This design comes from an exercise in tuning for small area, a short achievable clock period and few clock cycles on the open sky130 flow, not from production work.
Only simulation tests tie the RTL to the original design; equivalence was not proved.

// muldiv_unit_mq
module muldiv_unit_mq #(
  parameter int XLEN       = 32,
  parameter int HART_ID_W  = 1,
  parameter int REG_ADDR_W = 5
) (
  input  logic                  clk,
  input  logic                  rst_n,
  input  logic                  muldiv_start,
  input  logic [2:0]            muldiv_op,
  input  logic [XLEN-1:0]       muldiv_a,
  input  logic [XLEN-1:0]       muldiv_b,
  input  logic [HART_ID_W-1:0]  muldiv_hart_id,
  input  logic [REG_ADDR_W-1:0] muldiv_rd,
  input  logic                  muldiv_kill,
  input  logic [HART_ID_W-1:0]  muldiv_kill_hart_id,
  output logic                  muldiv_busy,
  output logic                  muldiv_done,
  output logic [XLEN-1:0]       muldiv_result,
  output logic [HART_ID_W-1:0]  muldiv_done_hart_id,
  output logic [REG_ADDR_W-1:0] muldiv_done_rd
);
  localparam logic [2:0] ST_IDLE = 3'd0;
  localparam logic [2:0] ST_M0   = 3'd1;
  localparam logic [2:0] ST_M1   = 3'd2;
  localparam logic [2:0] ST_NORM = 3'd3;
  localparam logic [2:0] ST_DIV  = 3'd4;
  logic [2:0]            st_q;
  logic [3:0]            cnt_q;
  logic [2:0]            op_q;
  logic [HART_ID_W-1:0]  hart_q, fhart_q, dhart_q;
  logic [REG_ADDR_W-1:0] rd_q, frd_q, drd_q;
  logic                  fin_q, fhi_q, fneg_q, done_q;
  logic [31:0]           res_q;
  logic [32:0]           a_q;      
  logic [31:0]           b_q;      
  logic [63:0]           s_q;      
  logic [63:0]           c_q;      
  ...
Size in the first run: about 5,600 cells after synthesis, roughly 120 I/O pins.
export LEC_CHECK = 0
export ABC_AREA = 1
export CAP_MARGIN = 20
export CORE_MARGIN = 2
export CORE_UTILIZATION = 40
export SETUP_SLACK_MARGIN = 5
export SLEW_MARGIN = 20
create_clock -name core_clock -period 10.0 [get_ports {clk}]
run.sh (not shown) runs the stock make flow with config.mk's settings and CLKGATE_MAP_FILE= SYNTH_SCRIPT=/design/flow/synth_recipe.tcl, a recipe that flattens the netlist after the stock synthesis.
Testbench counts at the start, summed over its fixed seeds: cycles 5,401.
Then changed:
--- a/flow/design.v
+++ b/flow/design.v
@@ -942,30 +942,20 @@
         if ((i & d) != 0) begin
           gg[i] = gg[i] | (pp[i] & gg[(i & ~(2*d-1)) + d - 1]);
           pp[i] = pp[i] & pp[(i & ~(2*d-1)) + d - 1];
         end
     c = {gg[31:0], 1'b1};
     ksub33 = {gg[32], p ^ c};
   endfunction
-  logic [4:0] za, zb;
+  logic [4:0] za_q, zb_q;
   logic [5:0] sh;
   logic [4:0] sh2;
   logic       early;
-  assign za    = clz(b_q);              
-  assign zb    = clz(a_q[31:0]);        
-  assign sh    = {1'b0, zb} - {1'b0, za};
-  logic [31:0] dpfx, dmask;
-  always_comb begin
-    dpfx = a_q[31:0];
-    for (int d = 1; d < 32; d = d * 2)
-      for (int i = 0; i < 32; i++)
-        if (i + d < 32) dpfx[i] = dpfx[i] | dpfx[i+d];
-    dmask = ~{1'b0, dpfx[31:1]};
-  end
-  assign early = zero_q || ((b_q & dmask) == '0);
+  assign sh    = {1'b0, zb_q} - {1'b0, za_q};
+  assign early = zero_q || sh[5];
   assign sh2   = sh[4:0] | 5'd1;
   logic [33:0] d1, d2;
   logic        q1, q0;
   logic [32:0] r1, r2;
   assign d1 = ksub33(s_q[32:0], a_q);
   assign q1 = d1[33];
   assign r1 = q1 ? d1[32:0] : s_q[32:0];
@@ -1040,14 +1030,16 @@
       skip_q <= skip_in;
       zero_q <= (muldiv_b == '0);
       if (in_div) begin
         neg_q <= in_sgn && (muldiv_op[1] ? muldiv_a[31]
                                          : ((muldiv_a[31] ^ muldiv_b[31]) && (muldiv_b != '0)));
         a_q   <= {1'b0, b_abs};
         b_q   <= a_abs;
+        za_q  <= clz(a_abs);
+        zb_q  <= clz(b_abs);
       end else begin
         a_q   <= swap ? {sb && muldiv_b[31], muldiv_b} : {sa && muldiv_a[31], muldiv_a};
         b_q   <= swap ? muldiv_a : muldiv_b;
       end
     end
   end
   assign muldiv_done         = done_q && !(muldiv_kill && (dhart_q == muldiv_kill_hart_id));
=> The new run completed without violations; utilization is lower by 2.7 points; non-clock buffer count fell by 147; cell area went down by 4.4%; synthesized area is higher by 0.76%; sequential share of layout area came out higher by 1.3 points; global-route usage goes down by 3.4 points; setup slack is better by 43 ps; die area rose by 0.76%; sequential cell count rose by 10; routed wire length came out lower by 9.0%; cell count decreases by 2.4%.
Testbench counts after the change, summed over its fixed seeds: cycles 5,402.

Another version of the RTL of muldiv_unit_mq (not shown whole).
Size: about 6200 cells after synthesis, ~290 flip-flops.
Settings: LEC_CHECK=0, ABC_AREA=1, CAP_MARGIN=20, CORE_MARGIN=2, CORE_UTILIZATION=40, SETUP_SLACK_MARGIN=5, SLEW_MARGIN=20; clock period 10.0 ns.
standard.sh (not shown) runs the stock make flow with config.mk's settings and CLKGATE_MAP_FILE= SYNTH_SCRIPT=/design/flow/synth_recipe.tcl, a recipe that flattens the netlist after the stock synthesis.
==> flow/flow/run.sh <==
#!/bin/bash
set -euo pipefail
bash standard.sh SETUP_SLACK_MARGIN=5.4 "BUFFER_PORTS_ARGS=-buffer_cell sky130_fd_sc_hd__buf_2" finish > flow.log 2>&1
Testbench counts at the start, summed over its fixed seeds: cycles 5,066.
Rerun with:
--- a/flow/design.v
+++ b/flow/design.v
@@ -946,53 +946,32 @@
           gg[i] = gg[i] | (pp[i] & gg[(i & ~(2*d-1)) + d - 1]);
           pp[i] = pp[i] & pp[(i & ~(2*d-1)) + d - 1];
         end
     c = {gg[31:0], 1'b1};
     ksub33 = {gg[32], p ^ c};
   endfunction
-  function automatic logic [5:0] ksub5(input logic [4:0] x, input logic [4:0] y);
-    logic [4:0] g, p, c;
-    g = x & ~y;
-    p = x ^ ~y;
-    c[0] = 1'b1;
-    c[1] = g[0] | p[0];
-    c[2] = g[1] | (p[1] & g[0]) | (p[1] & p[0]);
-    c[3] = g[2] | (p[2] & g[1]) | (p[2] & p[1] & g[0]) | (p[2] & p[1] & p[0]);
-    c[4] = g[3] | (p[3] & g[2]) | (p[3] & p[2] & g[1]) | (p[3] & p[2] & p[1] & g[0])
-         | (p[3] & p[2] & p[1] & p[0]);
-    ksub5[5] = g[4] | (p[4] & c[4]);
-    ksub5[4:0] = p ^ c;
-  endfunction
   logic [4:0] za_q, zb_q;
-  logic [5:0]  sh, zge;
+  logic [5:0]  sh;
   logic        early, ev, is_norm, is_div;
   logic [32:0] dn;
-  assign sh      = ksub5(zb_q, za_q);     
-  assign zge     = ksub5(za_q, zb_q);     
-  assign early   = zero_q || !sh[5];
+  assign sh      = {1'b0, zb_q} - {1'b0, za_q};
+  assign early   = zero_q || sh[5];
   assign dn      = {1'b0, a_q[31:0]} << sh[4:0];
   assign ev      = !sh[0];
   assign is_norm = (st_q == ST_NORM);
   assign is_div  = (st_q == ST_DIV);
-  logic [33:0] d1, de, df;
+  logic [33:0] d1, d2;
   logic        q1, q0;
-  logic [32:0] r2;
+  logic [32:0] r1, r2;
   logic [31:0] qn;
   assign d1 = ksub33({1'b0, b_q}, a_q);
-  assign de = ksub33({1'b0, b_q}, is_norm ? dn : {1'b0, a_q[32:1]});
-  assign df = ksub33(d1[32:0], {1'b0, a_q[32:1]});
   assign q1 = d1[33] && is_div;
-  assign q0 = q1 ? df[33] : de[33];
-  always_comb begin
-    case ({q1, q0})
-      2'b11:   r2 = df[32:0];
-      2'b10:   r2 = d1[32:0];
-      2'b01:   r2 = de[32:0];
-      default: r2 = {1'b0, b_q};
-    endcase
-  end
+  assign r1 = q1 ? d1[32:0] : {1'b0, b_q};
+  assign d2 = ksub33(r1, is_norm ? dn : {1'b0, a_q[32:1]});
+  assign q0 = d2[33];
+  assign r2 = q0 ? d2[32:0] : r1;
   assign qn = {s_q[29:0] & {30{is_div}}, q1, q0 && (is_div || ev)};
   logic        div_mode;
   logic [63:0] s_div;
   assign div_mode = (st_q == ST_NORM) || (st_q == ST_DIV);
   always_comb begin
     if (is_norm && early)
@@ -1003,13 +982,13 @@
     else
       s_div = {32'd0, qn};
   end
   always_comb begin
     case (st_q)
       ST_M1:   last = 1'b1;
-      ST_NORM: last = zero_q || zge[5];    
+      ST_NORM: last = early || (ev && (sh[4:0] == '0));
       ST_DIV:  last = (cnt_q == '0);
       default: last = 1'b0;
     endcase
   end
   always_ff @(posedge clk or negedge rst_n) begin
     if (!rst_n) begin
What happened: The changed run finished with timing, DRC and antenna clean. Core utilization went up by 0.74 points. Die area went down by 5.2%. Design area went down by 3.6%. Critical path depth went up by 9.
Testbench counts after the change, summed over its fixed seeds: cycles 5,066.

muldiv_unit_mq, a different RTL version from the one above (not shown whole).
Size: roughly 5,900 cells after synthesis, ~290 flip-flops, about 120 I/O pins.
Settings: LEC_CHECK=0, ABC_AREA=1, CAP_MARGIN=20, CORE_MARGIN=2, CORE_UTILIZATION=40, SETUP_SLACK_MARGIN=5, SLEW_MARGIN=20; clock period 10.0 ns.
Scripts as last shown in full above: flow/flow/run.sh
Testbench counts at the start, summed over its fixed seeds: cycles 5,066.
Change:
--- a/flow/design.v
+++ b/flow/design.v
@@ -958,23 +958,23 @@
     c[2] = g[1] | (p[1] & g[0]) | (p[1] & p[0]);
     c[3] = g[2] | (p[2] & g[1]) | (p[2] & p[1] & g[0]) | (p[2] & p[1] & p[0]);
     c[4] = g[3] | (p[3] & g[2]) | (p[3] & p[2] & g[1]) | (p[3] & p[2] & p[1] & g[0])
          | (p[3] & p[2] & p[1] & p[0]);
     ksub5[5] = g[4] | (p[4] & c[4]);
     ksub5[4:0] = p ^ c;
   endfunction
-  logic [4:0] za_q, zb_q;
-  logic [5:0]  sh, zge;
-  logic        early, ev, is_norm, is_div;
+  logic [4:0]  sh_q, za_in, zb_in;
+  logic [5:0]  sh_in;
+  logic        early_q, lnorm_q, ev, is_norm, is_div;
   logic [32:0] dn;
-  assign sh      = ksub5(zb_q, za_q);     
-  assign zge     = ksub5(za_q, zb_q);     
-  assign early   = zero_q || !sh[5];
-  assign dn      = {1'b0, a_q[31:0]} << sh[4:0];
-  assign ev      = !sh[0];
+  assign za_in   = clz(a_abs);
+  assign zb_in   = clz(b_abs);
+  assign sh_in   = ksub5(zb_in, za_in);   
+  assign dn      = {1'b0, a_q[31:0]} << sh_q;
+  assign ev      = !sh_q[0];
   assign is_norm = (st_q == ST_NORM);
   assign is_div  = (st_q == ST_DIV);
   logic [33:0] d1, de, df;
   logic        q1, q0;
   logic [32:0] r2;
   logic [31:0] qn;
   assign d1 = ksub33({1'b0, b_q}, a_q);
@@ -990,32 +990,32 @@
       default: r2 = {1'b0, b_q};
     endcase
   end
   assign qn = {s_q[29:0] & {30{is_div}}, q1, q0 && (is_div || ev)};
   logic        div_mode, sel_tree, sel_rem, sel_oth;
   logic [31:0] s_oth;
   assign div_mode = (st_q == ST_NORM) || (st_q == ST_DIV);
-  assign sel_rem  = div_mode && last && op_q[1] && !(is_norm && early);
+  assign sel_rem  = div_mode && last && op_q[1] && !(is_norm && early_q);
   assign sel_oth  = div_mode && !sel_rem;
   assign sel_tree = !div_mode;
   always_comb begin
-    if (is_norm && early)
+    if (is_norm && early_q)
       s_oth = op_q[1] ? b_q                           
                       : (zero_q ? 32'hFFFF_FFFF : 32'd0);
     else
       s_oth = qn;
   end
   logic [63:0] s_next;
   assign s_next = ({64{sel_tree}} & tree_s)
                 | ({64{sel_rem}}  & {32'd0, r2[31:0]})
                 | ({64{sel_oth}}  & {32'd0, s_oth});
   always_comb begin
     case (st_q)
       ST_M1:   last = 1'b1;
-      ST_NORM: last = zero_q || zge[5];    
+      ST_NORM: last = lnorm_q;             
       ST_DIV:  last = (cnt_q == '0);
       default: last = 1'b0;
     endcase
   end
   always_ff @(posedge clk or negedge rst_n) begin
     if (!rst_n) begin
       st_q   <= ST_IDLE;
@@ -1042,15 +1042,15 @@
     fhi_q   <= (op_q[1:0] != 2'd0) && !op_q[2];
     fneg_q  <= neg_q && op_q[2];
     cnt_q   <= cnt_q - 4'd1;
     s_q     <= s_next;
     c_q     <= div_mode ? {63'd0, neg_q} : tree_c;
     case (st_q)
       ST_NORM: begin
-        cnt_q <= sh[4:1] - {3'd0, ev};
+        cnt_q <= sh_q[4:1] - {3'd0, ev};
         a_q   <= ev ? {1'b0, dn[32:1]} : dn;
         if (ev) b_q <= r2[31:0];
       end
       ST_DIV: begin
         a_q   <= {2'b0, a_q[32:2]};
         b_q   <= r2[31:0];
       end
@@ -1063,16 +1063,17 @@
       skip_q <= skip_in;
       zero_q <= (muldiv_b == '0);
       if (in_div) begin
         neg_q <= in_sgn && (muldiv_op[1] ? muldiv_a[31]
                                          : ((muldiv_a[31] ^ muldiv_b[31]) && (muldiv_b != '0)));
         a_q   <= {1'b0, b_abs};
         b_q   <= a_abs;
-        za_q  <= clz(a_abs);
-        zb_q  <= clz(b_abs);
+        sh_q    <= sh_in[4:0];
+        early_q <= (muldiv_b == '0) || !sh_in[5];
+        lnorm_q <= (muldiv_b == '0) || !sh_in[5] || (sh_in[4:0] == '0);
       end else begin
         a_q   <= swap ? {sb && muldiv_b[31], muldiv_b} : {sa && muldiv_a[31], muldiv_a};
         b_q   <= swap ? muldiv_a : muldiv_b;
       end
     end
   end
   assign muldiv_done         = done_q && !(muldiv_kill && (dhart_q == muldiv_kill_hart_id));
What happened: Setup slack loses 740 ps. Area after synthesis barely changes. Die area hardly moves. Maximum frequency shrinks by about 13%. Wire length climbs by about 1.9%.
Testbench counts after the change, summed over its fixed seeds: cycles 5,066.

## port drivers added, routing unchanged
Ports are ideal in the flow. The routed layouts listed here were re-timed in OpenROAD. Step 1 sets driving cells, clkbuf_16 on the clock port and buf_2 on the other inputs (assumed; they add their load-dependent delay and slew). Step 2 moves the port delays by t, midway between the first and last clock arrival at a register: inputs arrive t later, outputs are due t later. That takes back most of the time a late clock gives input paths. Slacks: ideal / step 1 / step 2; pairs: ideal / step 1.
| run | t, ns | slack for setup (ns) | worst hold slack (ns) | worst register clock-pin slew, ns | cell pins on the clock port's net |
|---|---|---|---|---|---|
| the first run of note 1 | 0.682 | 4.847 / 4.847 / 4.478 | 0.318 / 0.318 / 0.318 | 0.07 / 0.07 | 1 |
| the second run of note 1 | 0.686 | 4.890 / 4.890 / 4.550 | 0.321 / 0.321 / 0.321 | 0.08 / 0.08 | 1 |
| the first run of note 2 | 0.671 | 5.075 / 5.075 / 4.745 | 0.327 / 0.327 / 0.327 | 0.08 / 0.08 | 1 |
| the second run of note 2 | 0.712 | 4.926 / 4.926 / 4.787 | 0.326 / 0.326 / 0.326 | 0.07 / 0.07 | 1 |
| the first run of note 3 | 0.705 | 5.103 / 5.103 / 4.796 | 0.326 / 0.326 / 0.326 | 0.07 / 0.07 | 1 |
| the second run of note 3 | 0.671 | 4.362 / 4.402 / 3.731 | 0.324 / 0.324 / 0.324 | 0.07 / 0.07 | 1 |
After both steps every run listed still meets setup and hold. The setup slack of the second run of note 3, which loses most, moves by +0.040 ns with the drivers and by -0.631 ns with both steps.
